What follows belongs to an exercise in optimizing a design on an open flow for small area, a short achievable clock period and few clock cycles per item; a production flow would make more cautious choices. Function was checked by simulation only, so behaviour that the tests miss may differ from the original. Power and IR drop assume default switching activity.

==> build 96: inputs <==
==> flow/design.v <==
package chol_types_pkg;
  typedef logic signed [8-1:0] sample_t;
  typedef logic signed [32-1:0] l_word_t;
  typedef logic signed [64-1:0] acc_t;
  typedef logic [$clog2(16)-1:0] band_t;
  typedef logic [$clog2(4)-1:0] em_t;
  typedef logic [$clog2(4*(4+1)/2)-1:0] tri_addr_t;
endpackage
package chol_ctrl_pkg;
  typedef enum logic [2:0] {
    IDLE,
    READ,    
    SUM,     
    DIV,     
    SQRT,    
    DONE
  } phase_t;
  typedef enum logic [1:0] {
    HOLD,
    CLEAR,
    ACC
  } mac_op_t;
endpackage
`timescale 1ns/1ps
module chol_update_top (
  input  logic                    clk,
  input  logic                    rst,
  input  logic                    start,
  input  chol_types_pkg::em_t     size,
  output logic                    addr_valid,
  output chol_types_pkg::band_t   u_band,
  output chol_types_pkg::em_t     u_col,
  output chol_types_pkg::band_t   vec_band,
  input  chol_types_pkg::sample_t u_data,
  input  chol_types_pkg::sample_t vec_data,
  input  logic                    data_valid,
  output logic                    busy,
  output logic                    done,
  output logic                    singular,
  input  logic                    rd_valid,
  input  chol_types_pkg::em_t     rd_row,
  input  chol_types_pkg::em_t     rd_col,
  output chol_types_pkg::l_word_t rd_data,
  output logic                    rd_data_valid
);
  logic        accept;
  logic [1:0]  row;         
  logic [2:0]  jf;          
  logic [2:0]  nw;          
  logic [2:0]  pk;          
  logic [1:0]  kk;          
  logic [1:0]  dsr;         
  logic [2:0]  mph;         
  logic        acc_zero;    
  logic        ma;          
  logic        apre;        
  logic        a_pre;       
  logic        crit;        
  logic        form;        
  logic        form0;       
  logic        pf;          
  logic        chk;         
  logic        dv_run;
  logic        dv_sqrt;
  logic        dv_fin;      
  logic [6:0]  cnt;         
  logic        qneg;
  logic        tneg;        
  assign accept = start && !busy && !rst;
  logic [31:0] lm [10];
  logic [1:0]  mx_row, mx_col;
  logic [31:0] mx;
  logic        wr_en;
  logic [1:0]  wr_col;
  logic [31:0] wr_data;
  function automatic logic [3:0] tri_idx(input logic [1:0] r, input logic [1:0] c);
    case ({r, c})
      4'b00_00: tri_idx = 4'd0;
      4'b01_00: tri_idx = 4'd1;
      4'b01_01: tri_idx = 4'd2;
      4'b10_00: tri_idx = 4'd3;
      4'b10_01: tri_idx = 4'd4;
      4'b10_10: tri_idx = 4'd5;
      4'b11_00: tri_idx = 4'd6;
      4'b11_01: tri_idx = 4'd7;
      4'b11_10: tri_idx = 4'd8;
      4'b11_11: tri_idx = 4'd9;
      default:  tri_idx = 4'd15;
    endcase
  endfunction
  always_comb begin
    case ({mx_row, mx_col})
      4'b00_00: mx = lm[0];
      4'b01_00: mx = lm[1];
      4'b01_01: mx = lm[2];
      4'b10_00: mx = lm[3];
      4'b10_01: mx = lm[4];
      4'b10_10: mx = lm[5];
      4'b11_00: mx = lm[6];
      4'b11_01: mx = lm[7];
      4'b11_10: mx = lm[8];
      4'b11_11: mx = lm[9];
      default:  mx = '0;
    endcase
  end
  always_ff @(posedge clk) begin
    for (int e = 0; e < 10; e++) begin
      if (wr_en && tri_idx(row, wr_col) == 4'(e)) lm[e] <= wr_data;
    end
  end
  always_comb begin
    mx_row = rd_row;
    mx_col = rd_col;
    if (busy) begin
      if (form || form0) begin
        mx_row = jf[1:0];
        mx_col = jf[1:0];
      end else if (ma) begin
        mx_row = row;
        mx_col = pk[1:0];
      end else if (apre) begin
        mx_row = jf[1:0];
        mx_col = nw[1:0];
      end else begin
        mx_row = dsr;
        mx_col = kk;
      end
    end
  end
  always_ff @(posedge clk) begin
    if (!busy || ma || apre) rd_data <= mx;
    else if (crit && (jf[1:0] == row)) rd_data <= wr_data;
  end
  always_ff @(posedge clk) begin
    if (rst) rd_data_valid <= 1'b0;
    else     rd_data_valid <= rd_valid;
  end
  logic              [4:0]  rx_cnt;
  logic signed       [15:0] pr;
  logic                     pv;
  logic signed       [19:0] gacc;
  logic signed       [19:0] gnext;
  logic                     g_rdy;
  logic                     g_last;
  assign vec_band = u_band;
  assign g_rdy    = rx_cnt[4];
  assign g_last   = pv && (rx_cnt == 5'd15);
  assign gnext    = ((rx_cnt == 5'd0) ? 20'sd0 : gacc) + 20'(pr);
  always_ff @(posedge clk) begin
    if (rst) begin
      addr_valid <= 1'b0;
    end else if (accept) begin
      addr_valid <= 1'b1;
      u_col      <= '0;
      u_band     <= '0;
    end else if ((form || form0) && (jf[1:0] != row)) begin
      addr_valid <= 1'b1;
      u_col      <= jf[1:0] + 2'd1;
      u_band     <= '0;
    end else if (addr_valid) begin
      u_band <= u_band + 4'd1;
      if (u_band == 4'd15) addr_valid <= 1'b0;
    end
  end
  always_ff @(posedge clk) begin
    pr <= u_data * vec_data;
    pv <= data_valid && !rst;
    if (accept || form || form0) begin
      rx_cnt <= '0;
    end else if (pv) begin
      rx_cnt <= rx_cnt + 5'd1;
      gacc   <= gnext;
    end
  end
  logic signed [31:0] a_op;
  logic signed [8:0]  dig;
  logic signed [40:0] pp;
  logic signed [40:0] ppr;
  logic        [63:0] pp_sh;
  logic        [63:0] acc;
  logic        [63:0] acc_eff;
  logic        [63:0] ax, az;
  logic               acin;
  logic        [63:0] acc_sum;
  logic        [63:0] g16;
  logic        [63:0] g16n;
  logic        [63:0] s_m;
  logic               y_ovf;
  logic        [63:0] q;
  assign a_op    = rd_data;
  logic [10:0] dgx;
  logic [40:0] brow [5];
  logic [40:0] bneg;
  localparam logic [40:0] BCONST = 41'(-(64'd341 << 33));
  assign dgx = {dig[8], dig, 1'b0};
  always_comb begin
    bneg = '0;
    for (int t = 0; t < 5; t++) begin
      logic one, two, neg;
      logic [33:0] mag, x;
      neg = dgx[2*t+2];
      one = dgx[2*t+1] ^ dgx[2*t];
      two = (dgx[2*t+2] & ~dgx[2*t+1] & ~dgx[2*t]) | (~dgx[2*t+2] & dgx[2*t+1] & dgx[2*t]);
      mag = one ? 34'(a_op) : (two ? {a_op[31], a_op, 1'b0} : 34'd0);
      x   = mag ^ {34{neg & (one | two)}};
      brow[t] = 41'({~x[33], x[32:0]}) << (2 * t);
      bneg[2*t] = neg & (one | two);
    end
  end
  assign pp = brow[0] + brow[1] + brow[2] + brow[3] + brow[4] + bneg + BCONST;
  assign acc_eff = acc_zero ? 64'd0 : acc;
  assign g16     = {{28{gacc[19]}}, gacc, 16'd0};
  assign g16n    = {{28{gnext[19]}}, gnext, 16'd0};
  assign s_m     = {acc_eff[63:8], 8'd0};
  always_comb begin
    case (mph)
      3'd4:    pp_sh = 64'(ppr);
      3'd5:    pp_sh = {64'(ppr)} << 8;
      3'd6:    pp_sh = {64'(ppr)} << 16;
      default: pp_sh = {64'(ppr)} << 24;
    endcase
  end
  always_comb begin
    if (form) begin
      ax = ~s_m;    az = g16;   acin = 1'b1;      
    end else if (pf) begin
      ax = ~q;      az = '0;    acin = 1'b1;      
    end else begin
      ax = acc_eff; az = pp_sh; acin = 1'b0;
    end
  end
  logic [64:0] acc_sum_x;
  assign acc_sum_x = {ax, acin} + {az, acin};
  assign acc_sum   = acc_sum_x[64:1];
  assign y_ovf = (g16[63] ^ s_m[63]) & (acc_sum[63] ^ g16[63]);
  always_ff @(posedge clk) begin
    if (mph >= 3'd4) acc <= acc_sum;
    if (mph >= 3'd3 && mph <= 3'd6) ppr <= pp;
    if (crit) begin
      dig <= {1'b0, wr_data[7:0]};
    end else if (mph >= 3'd2 && mph <= 3'd5) begin
      case (mph)
        3'd2: dig <= {1'b0, mx[7:0]};
        3'd3: dig <= {1'b0, mx[15:8]};
        3'd4: dig <= {1'b0, mx[23:16]};
        default: dig <= {mx[31], mx[31:24]};
      endcase
    end
  end
  logic [32:0] rm;
  logic [31:0] dr;         
  logic [34:0] a1, a2;
  logic [35:0] ob1, ob2;
  logic        ci;
  logic [35:0] df1, df2;
  logic        ge1, ge2;
  logic [32:0] r1, r2;
  logic [31:0] rt1;
  logic [32:0] lowmask;
  logic [32:0] sk_rem, sk_rem16;
  logic        skip, skip8, skip16;
  always_comb begin
    for (int b = 0; b < 33; b++) lowmask[b] = (b < 31) ? |(dr >> (b + 1)) : 1'b0;
  end
  assign sk_rem   = {rm[24:0], q[63:56]};
  assign sk_rem16 = {rm[16:0], q[63:48]};
  assign skip8    = (cnt >= 7'd16) &&
                    (dv_sqrt ? ((dr == 32'd0) && (q[63:56] == 8'd0))
                             : (!dr[31] && (rm[32:25] == 8'd0) && ((sk_rem & ~lowmask) == 33'd0)));
  assign skip16   = (cnt >= 7'd24) &&
                    (dv_sqrt ? ((dr == 32'd0) && (q[63:48] == 16'd0))
                             : (!dr[31] && (rm[32:17] == 16'd0) && ((sk_rem16 & ~lowmask) == 33'd0)));
  assign skip     = skip8 || skip16;
  assign ci = dv_sqrt ? 1'b1 : ~dr[31];
  assign a1  = dv_sqrt ? {rm, q[63:62]} : {2'b00, rm[31:0], q[63]};
  assign ob1 = dv_sqrt ? {2'b11, ~dr, 2'b10} : {4'hF, dr[31] ? dr : ~dr};
  assign df1 = {1'b0, a1} + ob1 + 36'(ci);
  assign ge1 = ~df1[35];
  assign r1  = ge1 ? df1[32:0] : a1[32:0];
  assign rt1 = {dr[30:0], ge1};
  assign a2  = dv_sqrt ? {r1, q[61:60]} : {2'b00, r1[31:0], q[62]};
  assign ob2 = dv_sqrt ? {2'b11, ~rt1, 2'b10} : ob1;
  assign df2 = {1'b0, a2} + ob2 + 36'(ci);
  assign ge2 = ~df2[35];
  assign r2  = ge2 ? df2[32:0] : a2[32:0];
  always_ff @(posedge clk) begin
    if (form || form0) begin
      q    <= form0 ? g16n : acc_sum;
      rm   <= '0;
      dr   <= (jf[1:0] == row) ? 32'd0 : mx;
      cnt  <= 7'd64;
      qneg <= (form0 ? gnext[19] : acc_sum[63]) ^ mx[31];
      tneg <= form0 ? gnext[19] : (acc_sum[63] ^ y_ovf);
    end else if (pf) begin
      if (q[63]) q <= acc_sum;
    end else if (dv_run) begin
      cnt <= cnt - (skip16 ? 7'd16 : skip8 ? 7'd8 : (dv_sqrt ? 7'd4 : 7'd2));
      if (skip16) begin
        q  <= {q[47:0], 16'd0};
        rm <= sk_rem16;
      end else if (skip8) begin
        q  <= {q[55:0], 8'd0};
        rm <= sk_rem;
      end else if (dv_sqrt) begin
        q  <= {q[59:0], 4'd0};
        rm <= r2;
        dr <= {dr[29:0], ge1, ge2};
      end else begin
        q  <= {q[61:0], ge1, ge2};
        rm <= r2;
      end
    end
  end
  logic can_ma;
  logic sing;
  logic dz;
  logic pipe_free;
  assign pipe_free = (mph == 3'd0) || (mph == 3'd7);
  assign can_ma = (pk < nw) && pipe_free && !crit;
  assign ma     = busy && !done && can_ma && (jf <= {1'b0, row});
  assign apre   = busy && dv_run && !dv_sqrt && !a_pre && (jf[1:0] != row) && (jf <= {1'b0, row}) &&
                  (pk == nw) && pipe_free;
  assign crit   = dv_fin && (pk == nw) && pipe_free && ((jf[1:0] == row) || a_pre);
  assign form0  = busy && (jf == 3'd0) && g_last;
  assign form   = busy && !done && (jf != 3'd0) && g_rdy && (pk == jf) && (mph == 3'd0) &&
                  !dv_run && !dv_fin && !pf && !chk;
  assign sing   = tneg || (q == 64'd0);
  assign dz     = (dr == 32'd0);
  always_comb begin
    wr_en   = dv_fin || (pf && dz) || done;
    wr_col  = done ? row : nw[1:0];
    if (done)    wr_data = singular ? 32'd0 : dr;
    else if (pf) wr_data = 32'd0;
    else         wr_data = qneg ? -q[31:0] : q[31:0];
  end
  always_ff @(posedge clk) begin
    if (rst) begin
      busy     <= 1'b0;
      done     <= 1'b0;
      singular <= 1'b0;
      dv_run   <= 1'b0;
      dv_fin   <= 1'b0;
      pf       <= 1'b0;
      chk      <= 1'b0;
      mph      <= 3'd0;
    end else if (accept) begin
      busy     <= 1'b1;
      row      <= size;
      jf       <= '0;
      nw       <= '0;
      pk       <= '0;
      acc_zero <= 1'b1;
      a_pre    <= 1'b0;
      mph      <= 3'd0;
      dv_run   <= 1'b0;
      dv_fin   <= 1'b0;
      pf       <= 1'b0;
      chk      <= 1'b0;
    end else if (busy) begin
      done   <= 1'b0;
      dv_fin <= 1'b0;
      pf     <= 1'b0;
      if (done) busy <= 1'b0;
      if (crit) begin
        mph   <= 3'd3;
        kk    <= nw[1:0];
        dsr   <= row;
        pk    <= pk + 3'd1;
        a_pre <= 1'b0;
      end else if (ma) begin
        mph <= 3'd2;
        kk  <= pk[1:0];
        dsr <= jf[1:0];
        pk  <= pk + 3'd1;
      end else if (mph != 3'd0) begin
        mph <= (mph == 3'd7) ? 3'd0 : mph + 3'd1;
      end
      if (mph == 3'd4) acc_zero <= 1'b0;
      if (apre) a_pre <= 1'b1;
      if (form || form0) begin
        jf       <= jf + 3'd1;
        pk       <= '0;
        acc_zero <= 1'b1;
        a_pre    <= 1'b0;
        dv_sqrt  <= (jf[1:0] == row);
        if (jf[1:0] == row) begin
          dv_run <= 1'b1;
          chk    <= 1'b1;
        end else begin
          pf     <= 1'b1;
        end
      end
      if (pf && !dz) dv_run <= 1'b1;
      if (chk) begin
        chk      <= 1'b0;
        singular <= sing;
        if (sing) begin
          dv_run <= 1'b0;
          done   <= 1'b1;
        end
      end
      if (dv_run && !(chk && sing) && !skip && (cnt == (dv_sqrt ? 7'd4 : 7'd2))) begin
        dv_run <= 1'b0;
        if (dv_sqrt) done   <= 1'b1;
        else         dv_fin <= 1'b1;
      end
      if (dv_fin || (pf && dz)) nw <= nw + 3'd1;
    end
  end
endmodule
==> flow/run.sh <==
#!/bin/bash
# synth_recipe.tcl (not shown) runs the flow's synth.tcl, then flattens the netlist and writes it again
# the make line also repeats each setting of config.mk as NAME=value (left out here)
make -C /OpenROAD-flow-scripts/flow DESIGN_CONFIG=/design/flow/config.mk WORK_HOME=/design/flow/orfs CLKGATE_MAP_FILE= SYNTH_SCRIPT=/design/flow/synth_recipe.tcl finish
==> flow/config.mk <==
export PLATFORM = sky130hd
export DESIGN_NAME = chol_update_top
export DESIGN_NICKNAME = chol_update_top
export VERILOG_FILES = /design/flow/design.v
export SDC_FILE = /design/flow/constraint.sdc
export NUM_CORES = 4
export LEC_CHECK = 0
export ABC_CLOCK_PERIOD_IN_PS = 4000
export CAP_MARGIN = 20
export CORE_MARGIN = 2
export CORE_UTILIZATION = 55
export CTS_CLUSTER_DIAMETER = 80
export CTS_CLUSTER_SIZE = 20
export SETUP_SLACK_MARGIN = 5
export SLEW_MARGIN = 20
==> flow/constraint.sdc <==
create_clock -name core_clock -period 12.0 [get_ports {clk}]
set_input_delay 2.4000 -clock core_clock [delete_from_list [all_inputs] [get_ports {clk}]]
set_output_delay 2.4000 -clock core_clock [all_outputs]
set_load 0.01 [all_outputs]
==> inputs of trial 86, as changes to build 96 <==
--- a/flow/design.v
+++ b/flow/design.v
@@ -190,22 +190,3 @@
   assign a_op    = rd_data;
-  logic [10:0] dgx;
-  logic [40:0] brow [5];
-  logic [40:0] bneg;
-  localparam logic [40:0] BCONST = 41'(-(64'd341 << 33));
-  assign dgx = {dig[8], dig, 1'b0};
-  always_comb begin
-    bneg = '0;
-    for (int t = 0; t < 5; t++) begin
-      logic one, two, neg;
-      logic [33:0] mag, x;
-      neg = dgx[2*t+2];
-      one = dgx[2*t+1] ^ dgx[2*t];
-      two = (dgx[2*t+2] & ~dgx[2*t+1] & ~dgx[2*t]) | (~dgx[2*t+2] & dgx[2*t+1] & dgx[2*t]);
-      mag = one ? 34'(a_op) : (two ? {a_op[31], a_op, 1'b0} : 34'd0);
-      x   = mag ^ {34{neg & (one | two)}};
-      brow[t] = 41'({~x[33], x[32:0]}) << (2 * t);
-      bneg[2*t] = neg & (one | two);
-    end
-  end
-  assign pp = brow[0] + brow[1] + brow[2] + brow[3] + brow[4] + bneg + BCONST;
+  assign pp      = a_op * dig;
   assign acc_eff = acc_zero ? 64'd0 : acc;
- CORE_UTILIZATION: 55 -> 50
- CTS_CLUSTER_DIAMETER: 80 -> default
- CTS_CLUSTER_SIZE: 20 -> default
==> inputs of build 19, as changes to build 96 <==
--- a/flow/design.v
+++ b/flow/design.v
@@ -65,2 +65,3 @@
   logic        dv_fin;      
+  logic        sq_fin;      
   logic [6:0]  cnt;         
@@ -130,3 +131,4 @@
   always_ff @(posedge clk) begin
-    if (!busy || ma || apre) rd_data <= mx;
+    if (sq_fin && (rd_row == row) && (rd_col == row)) rd_data <= dr;    
+    else if (!busy || ma || apre) rd_data <= mx;
     else if (crit && (jf[1:0] == row)) rd_data <= wr_data;
@@ -188,3 +190,3 @@
   logic               y_ovf;
-  logic        [63:0] q;
+  logic        [55:0] q;        
   assign a_op    = rd_data;
@@ -226,3 +228,3 @@
     end else if (pf) begin
-      ax = ~q;      az = '0;    acin = 1'b1;      
+      ax = {~q, 8'hFF}; az = '0; acin = 1'b1;     
     end else begin
@@ -237,6 +239,6 @@
     if (mph >= 3'd4) acc <= acc_sum;
-    if (mph >= 3'd3 && mph <= 3'd6) ppr <= pp;
+    ppr <= pp;
     if (crit) begin
       dig <= {1'b0, wr_data[7:0]};
-    end else if (mph >= 3'd2 && mph <= 3'd5) begin
+    end else begin
       case (mph)
@@ -251,2 +253,3 @@
   logic [31:0] dr;         
+  logic [3:0]  nb;
   logic [34:0] a1, a2;
@@ -259,4 +262,4 @@
   logic [32:0] lowmask;
-  logic [32:0] sk_rem, sk_rem16;
-  logic        skip, skip8, skip16;
+  logic [32:0] sk_rem;
+  logic        skip;
   always_comb begin
@@ -264,13 +267,9 @@
   end
-  assign sk_rem   = {rm[24:0], q[63:56]};
-  assign sk_rem16 = {rm[16:0], q[63:48]};
-  assign skip8    = (cnt >= 7'd16) &&
-                    (dv_sqrt ? ((dr == 32'd0) && (q[63:56] == 8'd0))
-                             : (!dr[31] && (rm[32:25] == 8'd0) && ((sk_rem & ~lowmask) == 33'd0)));
-  assign skip16   = (cnt >= 7'd24) &&
-                    (dv_sqrt ? ((dr == 32'd0) && (q[63:48] == 16'd0))
-                             : (!dr[31] && (rm[32:17] == 16'd0) && ((sk_rem16 & ~lowmask) == 33'd0)));
-  assign skip     = skip8 || skip16;
+  assign sk_rem = {rm[8:0], q[55:32]};
+  assign skip   = (cnt >= 7'd32) &&
+                  (dv_sqrt ? ((dr == 32'd0) && (q[55:32] == 24'd0))
+                           : (!dr[31] && (rm[32:9] == 24'd0) && ((sk_rem & ~lowmask) == 33'd0)));
   assign ci = dv_sqrt ? 1'b1 : ~dr[31];
-  assign a1  = dv_sqrt ? {rm, q[63:62]} : {2'b00, rm[31:0], q[63]};
+  assign nb  = (cnt > 7'd8) ? q[55:52] : 4'd0;    
+  assign a1  = dv_sqrt ? {rm, nb[3:2]} : {2'b00, rm[31:0], nb[3]};
   assign ob1 = dv_sqrt ? {2'b11, ~dr, 2'b10} : {4'hF, dr[31] ? dr : ~dr};
@@ -280,3 +279,3 @@
   assign rt1 = {dr[30:0], ge1};
-  assign a2  = dv_sqrt ? {r1, q[61:60]} : {2'b00, r1[31:0], q[62]};
+  assign a2  = dv_sqrt ? {r1, nb[1:0]} : {2'b00, r1[31:0], nb[2]};
   assign ob2 = dv_sqrt ? {2'b11, ~rt1, 2'b10} : ob1;
@@ -287,3 +286,3 @@
     if (form || form0) begin
-      q    <= form0 ? g16n : acc_sum;
+      q    <= form0 ? g16n[63:8] : acc_sum[63:8];
       rm   <= '0;
@@ -294,13 +293,10 @@
     end else if (pf) begin
-      if (q[63]) q <= acc_sum;
+      if (q[55]) q <= acc_sum[63:8];
     end else if (dv_run) begin
-      cnt <= cnt - (skip16 ? 7'd16 : skip8 ? 7'd8 : (dv_sqrt ? 7'd4 : 7'd2));
-      if (skip16) begin
-        q  <= {q[47:0], 16'd0};
-        rm <= sk_rem16;
-      end else if (skip8) begin
-        q  <= {q[55:0], 8'd0};
+      cnt <= cnt - (skip ? 7'd24 : (dv_sqrt ? 7'd4 : 7'd2));
+      if (skip) begin
+        q  <= {q[31:0], 24'd0};
         rm <= sk_rem;
       end else if (dv_sqrt) begin
-        q  <= {q[59:0], 4'd0};
+        q  <= {q[51:0], 4'd0};
         rm <= r2;
@@ -308,3 +304,3 @@
       end else begin
-        q  <= {q[61:0], ge1, ge2};
+        q  <= {q[53:0], ge1, ge2};
         rm <= r2;
@@ -326,9 +322,9 @@
                   !dv_run && !dv_fin && !pf && !chk;
-  assign sing   = tneg || (q == 64'd0);
+  assign sing   = tneg || (q == 56'd0);
   assign dz     = (dr == 32'd0);
   always_comb begin
-    wr_en   = dv_fin || (pf && dz) || done;
-    wr_col  = done ? row : nw[1:0];
-    if (done)    wr_data = singular ? 32'd0 : dr;
-    else if (pf) wr_data = 32'd0;
+    wr_en   = dv_fin || (pf && dz) || (done && singular) || sq_fin;
+    wr_col  = (done || sq_fin) ? row : nw[1:0];
+    if (sq_fin)              wr_data = dr;
+    else if (done || pf)     wr_data = 32'd0;
     else         wr_data = qneg ? -q[31:0] : q[31:0];
@@ -336,2 +332,5 @@
   always_ff @(posedge clk) begin
+    sq_fin <= busy && dv_run && dv_sqrt && (cnt == 7'd4);
+  end
+  always_ff @(posedge clk) begin
     if (rst) begin
@@ -401,6 +400,6 @@
       end
+      if (dv_run && dv_sqrt && !(chk && sing) && (cnt == 7'd8)) done <= 1'b1;
       if (dv_run && !(chk && sing) && !skip && (cnt == (dv_sqrt ? 7'd4 : 7'd2))) begin
         dv_run <= 1'b0;
-        if (dv_sqrt) done   <= 1'b1;
-        else         dv_fin <= 1'b1;
+        if (!dv_sqrt) dv_fin <= 1'b1;
       end
- ABC_CLOCK_PERIOD_IN_PS: 4000 -> default
- CORE_UTILIZATION: 55 -> 70
==> summary of the runs <==
Trial 86 completed without violations. Build 96 completed with no timing, DRC or antenna violations. Build 19 completed with no timing, DRC or antenna violations.
In build 96 the routed wire length is smaller than in trial 86, by 4.0%.
The lowest synthesized cell count belongs to build 96, the highest to trial 86.
Clock skew, lowest first: trial 86, build 96, build 19.
Setup slack: trial 86 > build 96 > build 19.
==> figures <==
item                                    build 19   build 96   trial 86
Result of the run  no timing/DRC/antenna violations  no timing/DRC/antenna violations  no timing/DRC/antenna violations
Layout filler cell count                    5274       8428       9750
Synth Instances                             5594       5577       5816
Final Power                             14500 uW    9920 uW   11700 uW
Lkg Pwr                                0.0223 uW  0.0226 uW  0.0242 uW
Die extent in x                           277 um     315 um     336 um
Initial antenna violation count                6          1          7
Power Clock                              1710 uW    1800 uW    2410 uW
Shortest period the worst path allows    6920 ps    6870 ps    6770 ps
Final worst-path setup slack             5080 ps    5130 ps    5230 ps
Testbench counts of build 96, summed over its fixed seeds: cycles 48,219, updates 768.
Testbench counts of trial 86, summed over its fixed seeds: cycles 48,219, updates 768.
Testbench counts of build 19, summed over its fixed seeds: cycles 47,336, updates 768.

## what the ideal ports hide
The flow's constraints put no driver on any port. The routed layouts listed below were extracted and timed again, unchanged, in two steps.
Step 1 (the two cells are an assumption about what drives the block):
set clk [get_ports {clk}]
set_driving_cell -lib_cell sky130_fd_sc_hd__clkbuf_16 $clk
set_driving_cell -lib_cell sky130_fd_sc_hd__buf_2 [delete_from_list [all_inputs] $clk]
Step 2 times the ports against the registers' clock, not the clock port: input delays grow and output delays shrink by t, the midpoint of the rising clock arrivals with the driver on.
a / b / c = ideal ports / drivers / drivers and shift; a / b = the first two.
| run | t, ns | setup WS [ns] | hold slack, ns | worst setup path at the end | worst slew at a driven data input, ns |
|---|---|---|---|---|---|
| build 96 | 0.752 | 5.125 / 5.125 / 4.638 | 0.517 / 0.517 / 0.517 | input to register | 0.10 |
| trial 86 | 0.718 | 5.234 / 5.234 / 4.753 | 0.507 / 0.507 / 0.507 | input to register | 0.14 |
| build 19 | 0.703 | 5.083 / 5.083 / 4.601 | 0.500 / 0.500 / 0.500 | input to register | 0.05 |
After both steps setup and hold are still met in every run listed. The setup slack of build 96, which loses most, moves by 0.000 ns with the drivers and by -0.487 ns with both steps.
